What follows belongs to an exercise in optimizing a design on an open flow for small area; a production flow would make more cautious choices.
Function was checked by simulation only, so behaviour that the tests miss may differ from the original.
Power and IR drop assume default switching activity.

== run 1 ==
Design cpu16_core, start of the top module:
module cpu16_core #(
  parameter logic [11:0] RESET_PC = 12'h000
) (
  input  logic        CLOCK_50,
  input  logic        reset,
  input  logic [15:0] inst,
  output logic [11:0] pc,
  output logic        retire,
  output logic        halted,
  input  logic [3:0]  dbg_sel,
  output logic [15:0] dbg_data
);
Size in the first run: ~290 flip-flops, roughly 52 I/O pins, about 9900 µm² of cells after synthesis.
clock: 10.0 ns
lec_check: 0
cap_margin: 20
core_margin: 2
core_utilization: 60
slew_margin: 20
synth_hierarchical: 1
synth_minimum_keep_size: 0
standard.sh (not shown) runs the stock make flow with config.mk's settings and CLKGATE_MAP_FILE= SYNTH_SCRIPT=/design/flow/synth_recipe.tcl, a recipe that flattens the netlist after the stock synthesis.
==> flow/flow/run.sh <==
#!/bin/bash
set -euo pipefail
cd "$(dirname "$0")/.."
mkdir -p tmp scripts
export TMPDIR="$PWD/tmp"
cp -r "$FLOW_HOME/scripts/." scripts/
cp flow/abc_speed.script scripts/abc_speed.script
export SCRIPTS_DIR="$PWD/scripts"
export CTS_ARGS="-sink_clustering_enable -repair_clock_nets -dont_use_dummy_load -sink_clustering_size 20 -sink_clustering_max_diameter 60 -buf_list sky130_fd_sc_hd__clkbuf_8 -root_buf sky130_fd_sc_hd__clkbuf_4 -tree_buf sky130_fd_sc_hd__clkbuf_4"
export BUFFER_PORTS_ARGS="-buffer_cell sky130_fd_sc_hd__buf_1"
bash standard.sh > standard.log 2>&1
rm -rf tmp
==> flow/flow/abc_speed.script <==
&get -n
&st
&dch
&nf -R 1000 -p
&st
&syn2
&if -g -K 6
&synch2
&nf -R 1000 -p
&st
&syn2
&if -g -K 6
&synch2
&nf -R 1000 -p
&st
&syn2
&if -g -K 6
&synch2
&nf -R 1000 -p
&st
&syn2
&if -g -K 6
&synch2
&nf -R 1000 -p
&st
&syn2
&if -g -K 6
&synch2
&nf -R 1000 -p
&put
topo
stime -c
dnsize -c
Edits applied to the flow inputs when going from run 1 to run 2:
==> flow/flow/run.sh <==
#!/bin/bash
set -euo pipefail
cd "$(dirname "$0")/.."
mkdir -p tmp
export TMPDIR="$PWD/tmp"
export CTS_ARGS="-sink_clustering_enable -repair_clock_nets -dont_use_dummy_load -sink_clustering_size 20 -sink_clustering_max_diameter 60 -buf_list sky130_fd_sc_hd__clkbuf_8 -root_buf sky130_fd_sc_hd__clkbuf_4 -tree_buf sky130_fd_sc_hd__clkbuf_4"
export BUFFER_PORTS_ARGS="-buffer_cell sky130_fd_sc_hd__buf_1"
bash standard.sh > standard.log 2>&1
rm -rf tmp
removed: flow/flow/abc_speed.script
Results
Going from run 1 to run 2, placed wire-length estimate after detailed placement shrinks by 2.7%. The distinct cell type count of the synthesized netlist number comes out higher for run 2 vs run 1. Run 2 finished every step from synthesis to the final layout, and the layout passed the timing, DRC and antenna checks. Measured against each other, run 1 and run 2 differ in sequential-to-total area share from yosys stat, the lower figure coming from run 2. Summary of run 2 over run 1: minimum clock period went down 0.33 ns, data required time of the critical path went up 0.11 ns, post-route worst hold slack went up 0.065 ns.
Edits applied to the flow inputs when going from run 2 to run 3:
Settings: changing CORE_UTILIZATION from 60 to 70.
==> flow/flow/run.sh <==
#!/bin/bash
set -euo pipefail
cd "$(dirname "$0")/.."
mkdir -p tmp scripts
export TMPDIR="$PWD/tmp"
cp -r "$FLOW_HOME/scripts/." scripts/
cp flow/abc_speed.script scripts/abc_speed.script
export SCRIPTS_DIR="$PWD/scripts"
export CTS_ARGS="-sink_clustering_enable -repair_clock_nets -dont_use_dummy_load -sink_clustering_size 20 -sink_clustering_max_diameter 60 -buf_list sky130_fd_sc_hd__clkbuf_8 -root_buf sky130_fd_sc_hd__clkbuf_4 -tree_buf sky130_fd_sc_hd__clkbuf_4"
export BUFFER_PORTS_ARGS="-buffer_cell sky130_fd_sc_hd__buf_1"
bash standard.sh > standard.log 2>&1
rm -rf tmp
==> flow/flow/abc_speed.script (new file) <==
&get -n
&st
&dch
&nf -R 1000 -p
&st
&syn2
&if -g -K 6
&synch2
&nf -R 1000 -p
&st
&syn2
&if -g -K 6
&synch2
&nf -R 1000 -p
&st
&syn2
&if -g -K 6
&synch2
&nf -R 1000 -p
&st
&syn2
&if -g -K 6
&synch2
&nf -R 1000 -p
&st
&syn2
&if -g -K 6
&synch2
&nf -R 1000 -p
&put
topo
stime -c
dnsize -c
- Run 3 finished end to end and its layout was clean on timing, DRC and antenna.
- The setup slack of run 3 is smaller than that of run 2.
- Delta (run 3 minus run 2): cell count fell by 50, maximum net fanout on the critical path fell by 2, total die area fell by 2800 µm², normalized max-slew margin fell by 13 points.
Setup changes, run 3 to run 4
Settings: changing CORE_UTILIZATION from 70 to 72.
==> flow/flow/run.sh <==
#!/bin/bash
set -euo pipefail
cd "$(dirname "$0")/.."
mkdir -p tmp
export TMPDIR="$PWD/tmp"
export CTS_ARGS="-sink_clustering_enable -repair_clock_nets -dont_use_dummy_load -sink_clustering_size 20 -sink_clustering_max_diameter 60 -buf_list sky130_fd_sc_hd__clkbuf_8 -root_buf sky130_fd_sc_hd__clkbuf_4 -tree_buf sky130_fd_sc_hd__clkbuf_4"
export BUFFER_PORTS_ARGS="-buffer_cell sky130_fd_sc_hd__buf_1"
bash standard.sh > standard.log 2>&1
rm -rf tmp
removed: flow/flow/abc_speed.script
Results
- Across both runs, highest achievable clock rate was lower for run 4 than for run 3.
- Relative to run 3, proportion of total power due to net switching has increased by 0.53 points in run 4.
- Between run 4 and run 3, it is run 4 whose sum of routed wire length over all layers is higher, by 800 µm.


Another version of the RTL of cpu16_core (not shown whole).
Size: ~1500 cells after synthesis, ~290 flip-flops.
Design cpu16_core, start of the top module:
module cpu16_core #(
  parameter logic [11:0] RESET_PC = 12'h000
) (
  input  logic        CLOCK_50,
  input  logic        reset,
  input  logic [15:0] inst,
  output logic [11:0] pc,
  output logic        retire,
  output logic        halted,
  input  logic [3:0]  dbg_sel,
  output logic [15:0] dbg_data
);
  localparam logic [2:0] CLR = 3'd0, FETCH = 3'd1, EX = 3'd2, SLTW = 3'd3, HALT = 3'd4;
  logic [2:0]  st;
  logic [3:0]  ph;
  logic [15:0] rf [1:15];
  logic [15:0] hi, t;
  logic        c, bd;
  wire [3:0] op = inst[15:12];
  wire [3:0] rc = inst[11:8];
  wire [3:0] ra = inst[7:4];
  wire [3:0] rb = inst[3:0];
  wire s_clr   = st == CLR;
  wire s_fetch = st == FETCH;
  wire s_ex    = st == EX;
  wire s_sltw  = st == SLTW;
  wire last    = ph == 4'd15;
  wire op_sub = op == 4'h1;
  wire op_slt = op == 4'h5;
  wire op_shl = op == 4'h6;
  wire op_shr = op == 4'h7;
  wire op_mul = op == 4'h9;
  wire op_beq = op == 4'hB;
  assign halted = st == HALT;
  wire [3:0] psel = halted ? dbg_sel : ra;
  logic [15:0] pm;
  always_comb begin
    pm = '0;
    for (int i = 1; i < 16; i++) if (psel == 4'(i)) pm = rf[i];
  end
  always_comb begin
    for (int i = 0; i < 16; i++) dbg_data[i] = pm[4'(i) - ph];
  end
  wire [3:0] bsel = op_beq ? rc : rb;
  logic bnext;
  always_comb begin
    bnext = 1'b0;
    for (int i = 1; i < 16; i++) if (bsel == 4'(i)) bnext = rf[i][1];
  end
  wire       shl   = op_shl;
  wire [3:0] kk    = (op_shl | op_shr) ? inst[3:0] : 4'd0;
  wire [4:0] idx5  = {1'b0, ph} + {1'b0, shl ? ~kk : kk} + {4'd0, shl};
  wire       amask = shl ? idx5[4] : ~idx5[4];
  wire       x_t   = t[idx5[3:0]] & amask;
  wire op_addi = op == 4'h8;
  wire op_li   = op == 4'hD;
  logic imm;
  always_comb begin
    if (op_li) imm = ph[3] ? inst[7] : inst[ph[2:0]];
    else       imm = ph[3:2] == 2'b00 ? inst[ph[1:0]] : 1'b0;
  end
  wire x    = op_li ? 1'b0 : x_t;
  wire y    = (op_addi | op_li) ? imm : bd;
  ...
clock: 10.0 ns
lec_check: 0
abc_area: 1
cap_margin: 20
core_margin: 2
core_utilization: 60
cts_buf_list: sky130_fd_sc_hd__clkbuf_4 sky130_fd_sc_hd__clkbuf_8
slew_margin: 20
run.sh (not shown) runs the stock make flow with config.mk's settings and CLKGATE_MAP_FILE= SYNTH_SCRIPT=/design/flow/synth_recipe.tcl, a recipe that flattens the netlist after the stock synthesis.
Stock flow here: none of the scripts above is used.
The starting point finished clean.
Then changed:
ABC_AREA = default   (was 1)
CORE_UTILIZATION = 40   (was 60)
CTS_BUF_LIST = default   (was sky130_fd_sc_hd__clkbuf_4 sky130_fd_sc_hd__clkbuf_8)
Cell area went up by a few percent.
Total power rose by a few percent.
Final cell count drops by roughly a tenth.
Combinational power rises by about a fifth.
Register-to-register slack got worse by 0.51 ns.
Synthesized cell count decreases by about a fifth.
Fmax came out lower by roughly a tenth.


cpu16_core, a different RTL version from the one above (not shown whole).
Size in the first run: roughly 290 flip-flops, ~9800 sq um of cells after synthesis.
==> flow/design.v (excerpt) <==
module cpu16_core #(
  parameter logic [11:0] RESET_PC = 12'h000
) (
  input  logic        CLOCK_50,
  input  logic        reset,
  input  logic [15:0] inst,
  output logic [11:0] pc,
  output logic        retire,
  output logic        halted,
  input  logic [3:0]  dbg_sel,
  output logic [15:0] dbg_data
);
clock: 10.0 ns
lec_check: 0
cap_margin: 20
core_margin: 2
core_utilization: 70
gpl_timing_driven: 0
slew_margin: 20
synth_hierarchical: 1
synth_minimum_keep_size: 0
standard.sh (not shown) runs the stock make flow with config.mk's settings and CLKGATE_MAP_FILE= SYNTH_SCRIPT=/design/flow/synth_recipe.tcl, a recipe that flattens the netlist after the stock synthesis.
==> flow/flow/run.sh <==
#!/bin/bash
set -euo pipefail
cd "$(dirname "$0")/.."
mkdir -p tmp scripts
export TMPDIR="$PWD/tmp"
cp -r "$FLOW_HOME/scripts/." scripts/
cp flow/abc_speed.script scripts/abc_speed.script
export SCRIPTS_DIR="$PWD/scripts"
export CTS_ARGS="-sink_clustering_enable -repair_clock_nets -dont_use_dummy_load -sink_clustering_size 20 -sink_clustering_max_diameter 60 -buf_list sky130_fd_sc_hd__clkbuf_8 -root_buf sky130_fd_sc_hd__clkbuf_4 -tree_buf sky130_fd_sc_hd__clkbuf_4"
export BUFFER_PORTS_ARGS="-buffer_cell sky130_fd_sc_hd__buf_1"
bash standard.sh > standard.log 2>&1
rm -rf tmp
==> flow/flow/abc_speed.script <==
&get -n
&st
&dch
&nf -R 1000 -p
&st
&syn2
&if -g -K 6
&synch2
&nf -R 1000 -p
&st
&syn2
&if -g -K 6
&synch2
&nf -R 1000 -p
&st
&syn2
&if -g -K 6
&synch2
&nf -R 1000 -p
&st
&syn2
&if -g -K 6
&synch2
&nf -R 1000 -p
&st
&syn2
&if -g -K 6
&synch2
&nf -R 1000 -p
&put
topo
stime -c
dnsize -c
The baseline completed with no timing, DRC or antenna violations.
Then changed:
CAP_MARGIN = 10   (was 20)
CORE_UTILIZATION = 60   (was 70)
SLEW_MARGIN = 10   (was 20)
Non-clock buffer count does not change.
Die area goes up by about a fifth.
Routed wire length shrinks by a few percent.
Area after synthesis is unchanged.
Via count goes down by a few percent.
Total power came out lower slightly.
Setup slack is better by 0.18 ns.
Global-route usage drops by 5.7 points.
Maximum frequency increases slightly.
Design area barely changes.
Core utilization shrinks by 10 points.
Then changed:
CAP_MARGIN = 20   (was 10)
PLACE_DENSITY = 0.75   (was default)
SLEW_MARGIN = 20   (was 10)
Clock-buffer cell count went down by 1.
Total power went down by 0.46%.
Cell count stays the same.
Core utilization went up by 0.10 points.
Die area stays the same.
Then changed:
PLACE_DENSITY = default   (was 0.75)
The changed run ran to the end with no violations.
Power came out higher by 0.53%.
Clock power came out higher by about 2%.
Design area hardly moves.
Non-clock buffer count came out higher by 1.
Then changed:
GPL_ROUTABILITY_DRIVEN = 0   (was default)
Outcome: Setup slack gets better by 0.017 ns. Clock power hardly moves. Combinational power increases by about 1%. Non-clock buffer count decreases by 1. Clock skew decreases by 0.010 ns. Sequential share of layout area is unchanged. Core utilization is unchanged. Cell area stays the same.


job 8529:
cpu16_core, a different RTL version from the one above (not shown whole).
Size: roughly 720 cells after synthesis, ~290 flip-flops, roughly 9700 um2 of cells after synthesis.
Settings: LEC_CHECK=0, CAP_MARGIN=10, CORE_MARGIN=2, CORE_UTILIZATION=66, GPL_TIMING_DRIVEN=0, SLEW_MARGIN=10, SYNTH_HIERARCHICAL=1, SYNTH_MINIMUM_KEEP_SIZE=0; clock period 10.0 ns.
Scripts as last shown in full above: flow/flow/run.sh, flow/flow/abc_speed.script
For job 3479, these inputs were changed with respect to job 8529:
- changing CORE_UTILIZATION from 66 to 60
--- outcome ---
- Comparing job 8529 against job 3479, there is no change at all in post-synthesis compound-gate area fraction.
- Compared job 8529 against job 3479; total power within noise.
- In job 3479 the proportion of total power due to net switching turned out 0.47 points higher than in job 8529.
- Job 3479 against job 8529: final antenna-violating net count held steady, final cell count higher, via count decreased 75.
Input-level comparison between job 8367 and job 3479:
- a change of SLEW_MARGIN from 10 to 5
- a change of CAP_MARGIN from 10 to 5
--- outcome ---
Min routed length on met3 across job 3479 and job 8367: job 8367. Area overhead of the layout relative to synthesis, job 3479 and job 8367: smaller value in job 8367. Taking job 3479 as the reference, in job 8367 buffer share of cell area comparable; power level; via count lost 27. No run among job 3479 and job 8367 stopped early or left any final violation; all are clean.


The RTL this note starts from:
==> flow/design.v <==
module cpu16_core #(
  parameter logic [11:0] RESET_PC = 12'h000
) (
  input  logic        CLOCK_50,
  input  logic        reset,
  input  logic [15:0] inst,
  output logic [11:0] pc,
  output logic        retire,
  output logic        halted,
  input  logic [3:0]  dbg_sel,
  output logic [15:0] dbg_data
);
  localparam logic [2:0] CLR = 3'd0, FETCH = 3'd1, EX = 3'd2, SLTW = 3'd3, HALT = 3'd4;
  logic [2:0]  st;
  logic [3:0]  ph;
  logic [15:0] rf [1:15];
  logic [15:0] hi, t;
  logic        c, bd;
  wire [3:0] op = inst[15:12];
  wire [3:0] rc = inst[11:8];
  wire [3:0] ra = inst[7:4];
  wire [3:0] rb = inst[3:0];
  wire s_clr   = st == CLR;
  wire s_fetch = st == FETCH;
  wire s_ex    = st == EX;
  wire s_sltw  = st == SLTW;
  wire last    = ph == 4'd15;
  wire op_sub = op == 4'h1;
  wire op_slt = op == 4'h5;
  wire op_shl = op == 4'h6;
  wire op_shr = op == 4'h7;
  wire op_mul = op == 4'h9;
  wire op_beq = op == 4'hB;
  assign halted = st == HALT;
  wire       tload = s_fetch & (ph == 4'd14);
  wire [3:0] bsel  = op_beq ? rc : rb;
  wire [3:0] psel  = halted ? dbg_sel : (tload ? ra : bsel);
  wire [3:0] psel_n, lo_n, hi_n;
  wire [15:1] oh;
  for (genvar k = 0; k < 4; k++) begin : g_pre
    cpu16_inv   u_i (.a(psel[k]), .y(psel_n[k]));
    cpu16_nand2 u_l (.a(k[0] ? psel[0] : psel_n[0]), .b(k[1] ? psel[1] : psel_n[1]), .y(lo_n[k]));
    cpu16_nand2 u_h (.a(k[0] ? psel[2] : psel_n[2]), .b(k[1] ? psel[3] : psel_n[3]), .y(hi_n[k]));
  end
  for (genvar i = 1; i < 16; i++) begin : g_oh
    cpu16_nor2 u_o (.a(lo_n[i % 4]), .b(hi_n[i / 4]), .y(oh[i]));
  end
  wire [15:0] pm;
  for (genvar b = 0; b < 16; b++) begin : g_pm
    wire [4:0] g;
    for (genvar k = 0; k < 5; k++) begin : g_k
      cpu16_aoi222 u_aoi (
        .a0(oh[3*k+1]), .b0(rf[3*k+1][b]),
        .a1(oh[3*k+2]), .b1(rf[3*k+2][b]),
        .a2(oh[3*k+3]), .b2(rf[3*k+3][b]),
        .y(g[k]));
    end
    cpu16_nand5 u_nand (.a(g), .y(pm[b]));
  end
  wire [15:0] r0, r1, r2;
  for (genvar i = 0; i < 16; i++) begin : g_rot
    cpu16_mux2i u0 (.a(pm[i]), .b(pm[(i + 15) % 16]), .s(ph[0]), .y(r0[i]));
    cpu16_mux2i u1 (.a(r0[i]), .b(r0[(i + 14) % 16]), .s(ph[1]), .y(r1[i]));
    cpu16_mux2i u2 (.a(r1[i]), .b(r1[(i + 12) % 16]), .s(ph[2]), .y(r2[i]));
    cpu16_mux2i u3 (.a(r2[i]), .b(r2[(i + 8) % 16]), .s(ph[3]), .y(dbg_data[i]));
  end
  wire bnext = pm[1];
  wire       shl   = op_shl;
  wire [3:0] kk    = (op_shl | op_shr) ? inst[3:0] : 4'd0;
  wire [4:0] idx5  = {1'b0, ph} + {1'b0, shl ? ~kk : kk} + {4'd0, shl};
  wire       amask = shl ? idx5[4] : ~idx5[4];
  wire       x_t   = t[idx5[3:0]] & amask;
  wire op_addi = op == 4'h8;
  wire op_li   = op == 4'hD;
  logic imm;
  always_comb begin
    if (op_li) imm = ph[3] ? inst[7] : inst[ph[2:0]];
    else       imm = ph[3:2] == 2'b00 ? inst[ph[1:0]] : 1'b0;
  end
  wire x    = op_li ? 1'b0 : x_t;
  wire y    = (op_addi | op_li) ? imm : bd;
  wire flip = op_slt & last;             
  wire xx   = x ^ flip;
  wire yy   = y ^ (op_sub | op_slt) ^ flip;
  wire cin  = (ph == 4'd0) ? (op_sub | op_slt) : c;
  wire sum  = xx ^ yy ^ cin;
  wire cout = (xx & yy) | (xx & cin) | (yy & cin);
  wire zacc = ((ph == 4'd0) ? 1'b0 : c) | bd;
  wire        mstep = s_ex & op_mul;
  wire [15:0] acc   = {hi[15:1], hi[0] & ~(mstep & ph == 4'd0)};
  wire [15:0] pp    = (mstep & bd) ? t : 16'd0;
  wire [16:0] s17;
  wire [16:0] cy;
  assign cy[0] = 1'b0;
  for (genvar i = 0; i < 16; i++) begin : g_add
    cpu16_fa u_fa (.a(acc[i]), .b(pp[i]), .ci(cy[i]), .s(s17[i]), .co(cy[i+1]));
  end
  assign s17[16] = cy[16];
  wire        hclr  = s_clr | (s_fetch & op_mul & ph != 4'd0);
  wire        htop  = mstep ? s17[16] : (hclr ? 1'b0 : hi[0]);
  logic wbit, wen;
  always_comb begin
    wbit = 1'b0;
    case (op)
      4'h0, 4'h1, 4'h8, 4'hD: wbit = sum;
      4'h2: wbit = x & y;
      4'h3: wbit = x | y;
      4'h4: wbit = x ^ y;
      4'h5: wbit = (ph == 4'd0) & ~c;
      4'h6, 4'h7: wbit = x;
      4'h9: wbit = s17[0];
      4'hA: wbit = hi[0];
      default: wbit = 1'b0;
    endcase
    if (s_clr) wbit = 1'b0;
    wen = s_ex & (op <= 4'hA) & ~op_slt | s_ex & op_li | s_sltw;
  end
  wire fin = last & (s_ex & ~op_slt | s_sltw);
  assign retire = fin;
  wire        jump  = op == 4'hC | op_beq & ~zacc;
  wire [11:0] pc_nx = reset ? RESET_PC : jump ? {op_beq ? 4'h0 : inst[11:8], inst[7:0]} : pc + 12'd1;
  wire        pc_en = reset | fin & (op != 4'hF);
  always_ff @(posedge CLOCK_50) begin
    ph <= reset ? 4'd0 : ph + 4'd1;
    c  <= op_beq ? zacc : cout;
    bd <= bnext;
    hi <= {htop, s17[15:1]};
    if (tload) t <= {pm[1:0], pm[15:2]};
    for (int i = 1; i < 16; i++)
      rf[i] <= {(s_clr | wen & rc == 4'(i)) ? wbit : rf[i][0], rf[i][15:1]};
    if (pc_en) pc <= pc_nx;
    if (reset) begin
      st <= CLR;
    end else if (last) begin
      case (st)
        CLR:   st <= FETCH;
        FETCH: st <= EX;
        EX:    st <= op_slt ? SLTW : (op == 4'hF ? HALT : FETCH);
        SLTW:  st <= FETCH;
        default: st <= HALT;
      endcase
    end
  end
endmodule
module cpu16_aoi222 (
  input  logic a0, b0, a1, b1, a2, b2,
  output logic y
);
  assign y = ~(a0 & b0 | a1 & b1 | a2 & b2);
endmodule
module cpu16_nand5 (
  input  logic [4:0] a,
  output logic       y
);
  assign y = ~&a;
endmodule
module cpu16_mux2i (
  input  logic a, b, s,
  output logic y
);
  assign y = ~(s ? b : a);
endmodule
module cpu16_inv (
  input  logic a,
  output logic y
);
  assign y = ~a;
endmodule
module cpu16_nand2 (
  input  logic a, b,
  output logic y
);
  assign y = ~(a & b);
endmodule
module cpu16_nor2 (
  input  logic a, b,
  output logic y
);
  assign y = ~(a | b);
endmodule
module cpu16_fa (
  input  logic a, b, ci,
  output logic s, co
);
  assign {co, s} = a + b + ci;
endmodule
export LEC_CHECK = 0
export CAP_MARGIN = 10
export CORE_MARGIN = 2
export CORE_UTILIZATION = 70
export SLEW_MARGIN = 10
export SYNTH_HIERARCHICAL = 1
export SYNTH_MINIMUM_KEEP_SIZE = 0
create_clock -name core_clock -period 10.0 [get_ports {CLOCK_50}]
==> flow/flow/run.sh <==
#!/bin/bash
set -euo pipefail
cd "$(dirname "$0")/.."
mkdir -p tmp
export TMPDIR="$PWD/tmp"
export CTS_ARGS="-sink_clustering_enable -repair_clock_nets -dont_use_dummy_load -sink_clustering_size 30 -sink_clustering_max_diameter 80 -buf_list sky130_fd_sc_hd__clkbuf_16 -root_buf sky130_fd_sc_hd__clkbuf_4 -tree_buf sky130_fd_sc_hd__clkbuf_4"
export BUFFER_PORTS_ARGS="-buffer_cell sky130_fd_sc_hd__buf_1"
bash standard.sh > standard.log 2>&1
rm -rf tmp
The starting point completed with no timing, DRC or antenna violations.
==> next run, changes <==
Settings changed: CAP_MARGIN 10 to 20, CORE_UTILIZATION 70 to 60, SLEW_MARGIN 10 to 20.
The new run passed the timing, DRC and antenna checks.
Die area climbs by 16%.
Final cell count climbs by about 4%.
Global-route usage drops by 4.5 points.
Non-clock buffer count drops by 1.
Maximum frequency climbs by about 0.7%.
First-iteration DRC count drops by about 35%.
Area after synthesis does not change.

re-timing with driven ports:
No port has a modelled driver above. Below, the same layouts with a new extraction and two added sets of constraints.
Step 1: set_driving_cell puts a clkbuf_16 on CLOCK_50 and a buf_2 on each other input, an assumption about the parent block.
Step 2 adds t to the input delays and takes it off the output delays; t is the mean of the earliest and latest rising clock arrival at the registers after step 1. Input paths then give back, and output paths get back, about the clock's delay inside the block.
a / b / c = ideal / step 1 / step 2; a / b = the first two.
run | t, ns | slack for setup (ns) | worst hold slack (ns) | slew at the worst register clock pin (ns) | cell pins on the clock port's net
run 1 | 0.639 | 0.696 / 0.709 / 0.069 | 0.273 / 0.273 / 0.273 | 0.11 / 0.11 | 1
run 2 | 0.651 | 1.023 / 1.036 / 0.384 | 0.337 / 0.337 / 0.337 | 0.11 / 0.11 | 1
run 3 | 0.649 | 0.892 / 0.908 / 0.260 | 0.325 / 0.325 / 0.325 | 0.11 / 0.11 | 1
run 4 | 0.664 | 0.853 / 0.863 / 0.198 | 0.289 / 0.289 / 0.289 | 0.12 / 0.12 | 1
the first run of note 2 | 0.609 | 2.284 / 2.256 / 2.256 | 0.343 / 0.343 / 0.343 | 0.07 / 0.07 | 1
the second run of note 2 | 0.609 | 1.159 / 1.136 / 1.136 | 0.348 / 0.348 / 0.348 | 0.06 / 0.06 | 1
the first run of note 3 | 0.651 | 0.362 / 0.374 / -0.277 | 0.310 / 0.310 / 0.310 | 0.11 / 0.11 | 1
the second run of note 3 | 0.642 | 0.539 / 0.544 / -0.099 | 0.260 / 0.260 / 0.260 | 0.11 / 0.11 | 1
the third run of note 3 | 0.659 | 0.523 / 0.533 / -0.126 | 0.314 / 0.314 / 0.314 | 0.13 / 0.13 | 1
the fourth run of note 3 | 0.643 | 0.533 / 0.543 / -0.100 | 0.239 / 0.239 / 0.239 | 0.11 / 0.11 | 1
the fifth run of note 3 | 0.655 | 0.550 / 0.566 / -0.089 | 0.285 / 0.285 / 0.285 | 0.11 / 0.11 | 1
job 8529 | 0.643 | 0.290 / 0.305 / -0.338 | 0.286 / 0.286 / 0.286 | 0.11 / 0.11 | 1
job 3479 | 0.648 | 0.447 / 0.456 / -0.192 | 0.299 / 0.299 / 0.299 | 0.12 / 0.12 | 1
job 8367 | 0.643 | 0.414 / 0.424 / -0.219 | 0.302 / 0.302 / 0.302 | 0.12 / 0.12 | 1
the first run of note 5 | 0.680 | 1.037 / 1.051 / 0.371 | 0.291 / 0.291 / 0.291 | 0.11 / 0.11 | 1
the second run of note 5 | 0.661 | 1.096 / 1.112 / 0.451 | 0.265 / 0.265 / 0.265 | 0.11 / 0.11 | 1
Met with ideal ports but missed after step 2: setup timing in 8 of these runs. The setup slack of the first run of note 5, which loses most, moves by +0.014 ns with the drivers and by -0.666 ns with both steps.
